Background: an optimization exercise with open tools, aiming at small area, a short achievable clock period and few clock cycles per item. Do not read the settings as production practice.
Where RTL was checked, it was by simulation tests only, not by an equivalence proof against the original.
Power is estimated from default activity; no workload was simulated.

clock: 4.5 ns
lec_check: 0
cap_margin: 20
core_margin: 2
core_utilization: 40
cts_buf_list: sky130_fd_sc_hd__clkbuf_16
cts_cluster_diameter: 100
cts_cluster_size: 30
setup_slack_margin: 2.0
slew_margin: 20
run.sh (not shown) runs the stock make flow with config.mk's settings and CLKGATE_MAP_FILE= SYNTH_SCRIPT=/design/flow/synth_recipe.tcl, a recipe that flattens the netlist after the stock synthesis.
The starting point completed with no timing, DRC or antenna violations.
Edit:
--- a/flow/design.v
+++ b/flow/design.v
@@ -12,28 +12,28 @@
   typedef logic [PIX_W-1:0] pix_t;
 endpackage
 `default_nettype wire
 `default_nettype none
 function automatic logic recm_gt(input logic [7:0] a, input logic [7:0] b);
   logic [7:0] g;
-  logic [7:0] p;
+  logic [7:0] e;
   logic [3:0] g2;
-  logic [3:0] p2;
+  logic [3:0] e2;
   logic [1:0] g4;
-  logic [1:0] p4;
+  logic [1:0] e4;
   g = a & ~b;
-  p = a | ~b;
+  e = ~(a ^ b);
   for (int i = 0; i < 4; i++) begin
-    g2[i] = g[2*i+1] | (p[2*i+1] & g[2*i]);
-    p2[i] = p[2*i+1] & p[2*i];
+    g2[i] = g[2*i+1] | (e[2*i+1] & g[2*i]);
+    e2[i] = e[2*i+1] & e[2*i];
   end
   for (int i = 0; i < 2; i++) begin
-    g4[i] = g2[2*i+1] | (p2[2*i+1] & g2[2*i]);
-    p4[i] = p2[2*i+1] & p2[2*i];
+    g4[i] = g2[2*i+1] | (e2[2*i+1] & g2[2*i]);
+    e4[i] = e2[2*i+1] & e2[2*i];
   end
-  recm_gt = g4[1] | (p4[1] & g4[0]);
+  recm_gt = g4[1] | (e4[1] & g4[0]);
 endfunction
 module recm_pair (
   input  wire logic [7:0] a,
   input  wire logic [7:0] b,
   output logic [7:0]      lo,
   output logic [7:0]      hi
Result: The changed run finished with timing, DRC and antenna clean; power grows by 2.7%; wire length shrinks by 2.8%; worst setup slack is better by 980 ps; cell count grows by 2.4%; first-iteration DRC count shrinks by 8.5%; clock skew shrinks by 5.0 ps; maximum frequency grows by 38%; final area grows by 0.66%.
Function was not checked in any run of this note: the RTL went through the layout flow alone.

---

Setup of lane 1:
Another version of the RTL of rect_edge_conditional_median_unit (not shown whole).
Size in the first run: about 2800 cells after synthesis, roughly 1300 flip-flops, about 48000 um2 of cells after synthesis.
==> flow/config.mk <==
export PLATFORM = sky130hd
export DESIGN_NAME = rect_edge_conditional_median_unit
export DESIGN_NICKNAME = rect_edge_conditional_median_unit
export VERILOG_FILES = /design/flow/design.v
export SDC_FILE = /design/flow/constraint.sdc
export NUM_CORES = 4
export LEC_CHECK = 0
export CAP_MARGIN = 20
export CORE_MARGIN = 2
export CORE_UTILIZATION = 40
export CTS_BUF_LIST = sky130_fd_sc_hd__clkbuf_16
export CTS_CLUSTER_DIAMETER = 100
export CTS_CLUSTER_SIZE = 30
export SETUP_SLACK_MARGIN = 2.0
export SLEW_MARGIN = 20
==> flow/constraint.sdc <==
create_clock -name core_clock -period 4.5 [get_ports {clk}]
set_input_delay 0.9000 -clock core_clock [delete_from_list [all_inputs] [get_ports {clk}]]
set_output_delay 0.9000 -clock core_clock [all_outputs]
set_load 0.01 [all_outputs]
Lane 1 ended with every stage complete and zero timing, DRC or antenna violations.
Testbench counts of lane 1, summed over its fixed seeds: cycles 33,316, items 32,768.
### lane 1 -> lane 2
--- a/flow/design.v
+++ b/flow/design.v
@@ -227,29 +227,25 @@
       3'd0:    t2_r <= F[62];
       3'd1:    t2_r <= F[61];
       3'd2:    t2_r <= F[60];
       3'd3:    t2_r <= F[59];
       3'd4:    t2_r <= F[58];
       default: t2_r <= F[57];
     endcase
   end
-  logic [7:0] sl_row;
-  logic [7:0] sl_col;
-  always_ff @(posedge clk) begin
-    sl_row <= 8'(cfg_top) + 8'(cfg_height);
-    sl_col <= 8'(cfg_left) + 8'(cfg_width);
-  end
   function automatic logic on_edge(input logic [5:0] v, input logic [5:0] s,
-                                   input logic [7:0] sl);
-    logic [6:0] d;
-    logic [8:0] e;
-    d = 7'(v) - 7'(s);
-    e = 9'(sl) - 9'(v);
-    on_edge = (d == 7'd0) || (d == 7'd1) || (e == 9'd1) || (e == 9'd2);
+                                   input logic [6:0] l);
+    logic [7:0] d;
+    logic [7:0] l1;
+    logic [7:0] l2;
+    d  = 8'(v) - 8'(s);
+    l1 = 8'(l) - 8'd1;
+    l2 = 8'(l) - 8'd2;
+    on_edge = (d == 8'd0) || (d == 8'd1) || (d == l1) || (d == l2);
   endfunction
   logic [7:0] pt0, pt1, pm;
   logic [7:0] c0_lo, c0_hi, a2, m2, h2;
   logic [7:0] p2_a0, p2_h0, p2_a1, p2_m1, p2_h1, p2_a2, p2_m2, p2_h2, p2_c;
   logic       p2_filt;
   logic       p2_last;
   recm_pair  u_col0 (.a(pt0), .b(R[2]), .lo(c0_lo), .hi(c0_hi));
   recm_sort3 u_col2 (.a(t2_r), .b(R[64]), .c(pix_r), .lo(a2), .mid(m2), .hi(h2));
@@ -267,18 +263,18 @@
     end
   end
   always_ff @(posedge clk) begin
     p2_a0   <= c0_lo;
     p2_h0   <= c0_hi;
     p2_c    <= pm;
     p2_filt <= (cnt[11:6] != 6'd0) && (cnt[11:6] != 6'd63) &&
                (cnt[5:0] != 6'd0) && (cnt[5:0] != 6'd63) &&
-               (on_edge(cnt[11:6], cfg_top, sl_row) ||
-                on_edge(cnt[5:0], cfg_left, sl_col)) &&
+               (on_edge(cnt[11:6], cfg_top, cfg_height) ||
+                on_edge(cnt[5:0], cfg_left, cfg_width)) &&
                recm_gt(pm, cfg_mean);
     p2_last <= q_last;
   end
   logic [7:0] s_lo, s_hi, mx_a, mn_h;
   logic [7:0] p3_a0, p3_h0, p3_A, p3_C, p3_s, p3_t;
   logic       p3_last;
   recm_pair u_pm (.a(p2_m1), .b(p2_m2), .lo(s_lo), .hi(s_hi));
   assign mx_a = recm_gt(p2_a1, p2_a2) ? p2_a1 : p2_a2;
==> summary.txt <==
| fraction of area in non-clock buffers | lower: lane 1 |. When lane 2 is measured against lane 1, its total number of nets in the final design turns out 1.4% lower. Looking at cell depth of the worst setup path, lane 2 sits 1 below lane 1. Summary of the comparison: count of unique library cells instantiated by Yosys is higher in lane 2, relative to lane 1. On final routed wirelength across all metal layers, lane 1 and lane 2 are basically level.
For lane 2, only the layout was checked, not whether the RTL still works.

---

## run 1
rect_edge_conditional_median_unit, a different RTL version from the one above (not shown whole).
clock: 4.5 ns
lec_check: 0
cap_margin: 20
core_margin: 2
core_utilization: 40
cts_buf_list: sky130_fd_sc_hd__clkbuf_16
cts_cluster_diameter: 100
cts_cluster_size: 30
setup_slack_margin: 2.0
slew_margin: 20
synth_hierarchical: 1
synth_minimum_keep_size: 0
Testbench counts of run 1, summed over its fixed seeds: cycles 33,316, items 32,768.
For run 2, these inputs were changed with respect to run 1:
--- a/flow/design.v
+++ b/flow/design.v
@@ -170,57 +170,47 @@
         default: begin
         end
       endcase
     end
   end
   logic       full_r;
   logic       acc_r;
-  logic       adv_r;
+  logic       mode_r;
   logic [7:0] pix_r;
+  always_ff @(posedge clk) begin
+    acc_r  <= push && !full_r && !rst;
+    mode_r <= mode;
+    pix_r  <= pixel_in;
+  end
   logic [11:0] cnt;
   logic        hres;
   logic        ffull;
-  logic        ffull_next;
   logic        adv;
   logic        rb;
   logic        q_last;
-  assign adv    = adv_r;
+  assign adv    = acc_r && (mode_r == ffull);
   assign rb     = adv && hres;
   assign q_last = hres && (cnt == 12'hfff);
-  always_comb begin
-    ffull_next = ffull;
-    if (adv) begin
-      if (q_last) begin
-        ffull_next = 1'b0;
-      end else if (hres && cnt == 12'(recm_pkg::FRAME_PIXELS - recm_pkg::LAG - 1)) begin
-        ffull_next = 1'b1;
-      end
-    end
-  end
-  always_ff @(posedge clk) begin
-    acc_r <= push && !full_r && !rst;
-    adv_r <= push && !full_r && !rst && (mode == ffull_next);
-    pix_r <= pixel_in;
-  end
   always_ff @(posedge clk) begin
     if (rst) begin
       cnt   <= '0;
       hres  <= 1'b0;
       ffull <= 1'b0;
-    end else begin
-      ffull <= ffull_next;
-      if (adv) begin
-        if (!hres && cnt == 12'(recm_pkg::LAG - 1)) begin
-          cnt  <= '0;
-          hres <= 1'b1;
-        end else if (q_last) begin
-          cnt  <= '0;
-          hres <= 1'b0;
-        end else begin
-          cnt <= cnt + 12'd1;
+    end else if (adv) begin
+      if (!hres && cnt == 12'(recm_pkg::LAG - 1)) begin
+        cnt  <= '0;
+        hres <= 1'b1;
+      end else if (q_last) begin
+        cnt   <= '0;
+        hres  <= 1'b0;
+        ffull <= 1'b0;
+      end else begin
+        cnt <= cnt + 12'd1;
+        if (hres && cnt == 12'(recm_pkg::FRAME_PIXELS - recm_pkg::LAG - 1)) begin
+          ffull <= 1'b1;
         end
       end
     end
   end
   logic [7:0] R [1:64];
   always_ff @(posedge clk) begin
     if (adv) begin
Findings:
On aggregate routed wire length, run 2 and run 1 are neck and neck.
Number of antenna violations at the first check in global routing came out lower on run 2 than on run 1.
Comparing run 2 with run 1, the total area of sequential cells came out essentially unchanged.
Run 2 vs run 1: area growth from synthesis to layout up in run 2
Going from run 1 to run 2, number of design-rule violations left by the first detailed-router iteration has increased; final cell count has decreased; total power has increased; buffer share of cell area has increased; static leakage has remained practically unchanged.
The RTL of run 2 was laid out without a check of its function.

---

rect_edge_conditional_median_unit, a different RTL version from the one above (not shown whole).
Size: roughly 49000 µm² of cells after synthesis.
## rect_edge_conditional_median_unit
module rect_edge_conditional_median_unit (
  input  wire logic                              clk,
  input  wire logic                              rst,
  input  wire logic                              push,
  input  wire logic                              mode,
  input  wire logic [recm_pkg::PIX_W-1:0]        pixel_in,
  output logic                                   full,
  output logic                                   empty,
  input  wire logic                              pop,
  output logic [recm_pkg::PIX_W-1:0]             pixel_out,
  output logic                                   frame_last,
  input  wire logic                              cfg_write,
  input  wire logic [recm_pkg::CFG_IDX_W-1:0]    cfg_index,
  input  wire logic [recm_pkg::PIX_W-1:0]        cfg_data
);
Settings: LEC_CHECK=0, CAP_MARGIN=20, CORE_MARGIN=2, CORE_UTILIZATION=40, CTS_BUF_LIST=sky130_fd_sc_hd__clkbuf_16, CTS_CLUSTER_DIAMETER=100, CTS_CLUSTER_SIZE=30, SETUP_SLACK_MARGIN=2.0, SLEW_MARGIN=20; clock period 4.5 ns.
The starting point finished clean.
==> next run, changes <==
--- a/flow/design.v
+++ b/flow/design.v
@@ -394,40 +394,46 @@
     end
   end
   always_ff @(posedge clk) begin
     if (load) begin
       out_pix  <= oldest;
       out_last <= mk_hit;
     end
   end
   assign empty      = empty_r;
   assign pixel_out  = out_pix;
   assign frame_last = out_last;
-  logic [D+3:0] ow;
-  logic [D+3:0] ow_next;
-  logic         take;
-  logic         give;
-  logic         nores;
-  assign take  = push && !full_r;
-  assign give  = pop && !empty_r;
-  assign nores = acc_r && !rb;
-  always_comb begin
-    ow_next = ow;
-    case ({take, give, nores})
-      3'b100:                 ow_next = {ow[D+2:0], 1'b1};
-      3'b000, 3'b110, 3'b101: ow_next = ow;
-      3'b010, 3'b001, 3'b111: ow_next = {1'b0, ow[D+3:1]};
-      default:                ow_next = {2'b00, ow[D+3:2]};
-    endcase
-  end
+  logic [3:0] owed;
+  logic [3:0] owed_base;
+  logic [3:0] owed_up;
+  logic [3:0] owed_dn;
+  logic       take;
+  logic       give;
+  assign owed_base = owed - 4'(acc_r && !rb);
+  assign owed_up   = owed_base + 4'd1;
+  assign owed_dn   = owed_base - 4'd1;
+  assign take      = push && !full_r;
+  assign give      = pop && !empty_r;
   always_ff @(posedge clk) begin
     if (rst) begin
-      ow     <= {{(D+3){1'b0}}, 1'b1};
+      owed   <= '0;
       full_r <= 1'b0;
     end else begin
-      ow     <= ow_next;
-      full_r <= ow_next[D+1];
+      case ({take, give})
+        2'b10: begin
+          owed   <= owed_up;
+          full_r <= (owed_up >= 4'(D + 1));
+        end
+        2'b01: begin
+          owed   <= owed_dn;
+          full_r <= (owed_dn >= 4'(D + 1));
+        end
+        default: begin
+          owed   <= owed_base;
+          full_r <= (owed_base >= 4'(D + 1));
+        end
+      endcase
     end
   end
   assign full = full_r;
 endmodule
 `default_nettype wire
First-iteration DRC count fell by about 12%. Worst setup slack gets worse by 0.082 ns. Synthesized cell count decreases by 1.2%. Clock-buffer cell count climbs by 1. Routed wire length falls by 0.36%.
No run of this note included a check of the RTL's function; only the layout flow was run.

==> afterwards: timing with drivers on the ports <==
No port has a modelled driver above. Below, the same layouts with a new extraction and two added sets of constraints. Step 1 (the two cells are an assumption about what drives the block):
set clk [get_ports {clk}]
set_driving_cell -lib_cell sky130_fd_sc_hd__clkbuf_16 $clk
set_driving_cell -lib_cell sky130_fd_sc_hd__buf_2 [delete_from_list [all_inputs] $clk]
Step 2, shift: input delay + t, output delay - t, t = (earliest + latest rising clock arrival at the registers) / 2. This alone moves slack from input paths to output paths. Three values: ideal, step 1, step 2; two values: the first two.
run | t, ns | setup slack, ns | worst slew at a driven data input, ns
the first run of note 1 | 0.717 | 0.908 / 0.908 / 0.908 | 0.05
the second run of note 1 | 0.731 | 1.892 / 1.904 / 1.194 | 0.12
lane 1 | 0.739 | 2.094 / 2.094 / 1.473 | 0.09
lane 2 | 0.726 | 1.771 / 1.771 / 1.514 | 0.08
run 1 | 0.746 | 2.109 / 2.109 / 1.555 | 0.08
run 2 | 0.742 | 2.126 / 2.126 / 1.621 | 0.10
the first run of note 4 | 0.746 | 2.084 / 2.084 / 1.446 | 0.04
the second run of note 4 | 0.728 | 2.002 / 2.002 / 1.570 | 0.04
After both steps setup and hold are still met in every run listed. The setup slack of the second run of note 1, which loses most, moves by +0.012 ns with the drivers and by -0.698 ns with both steps.
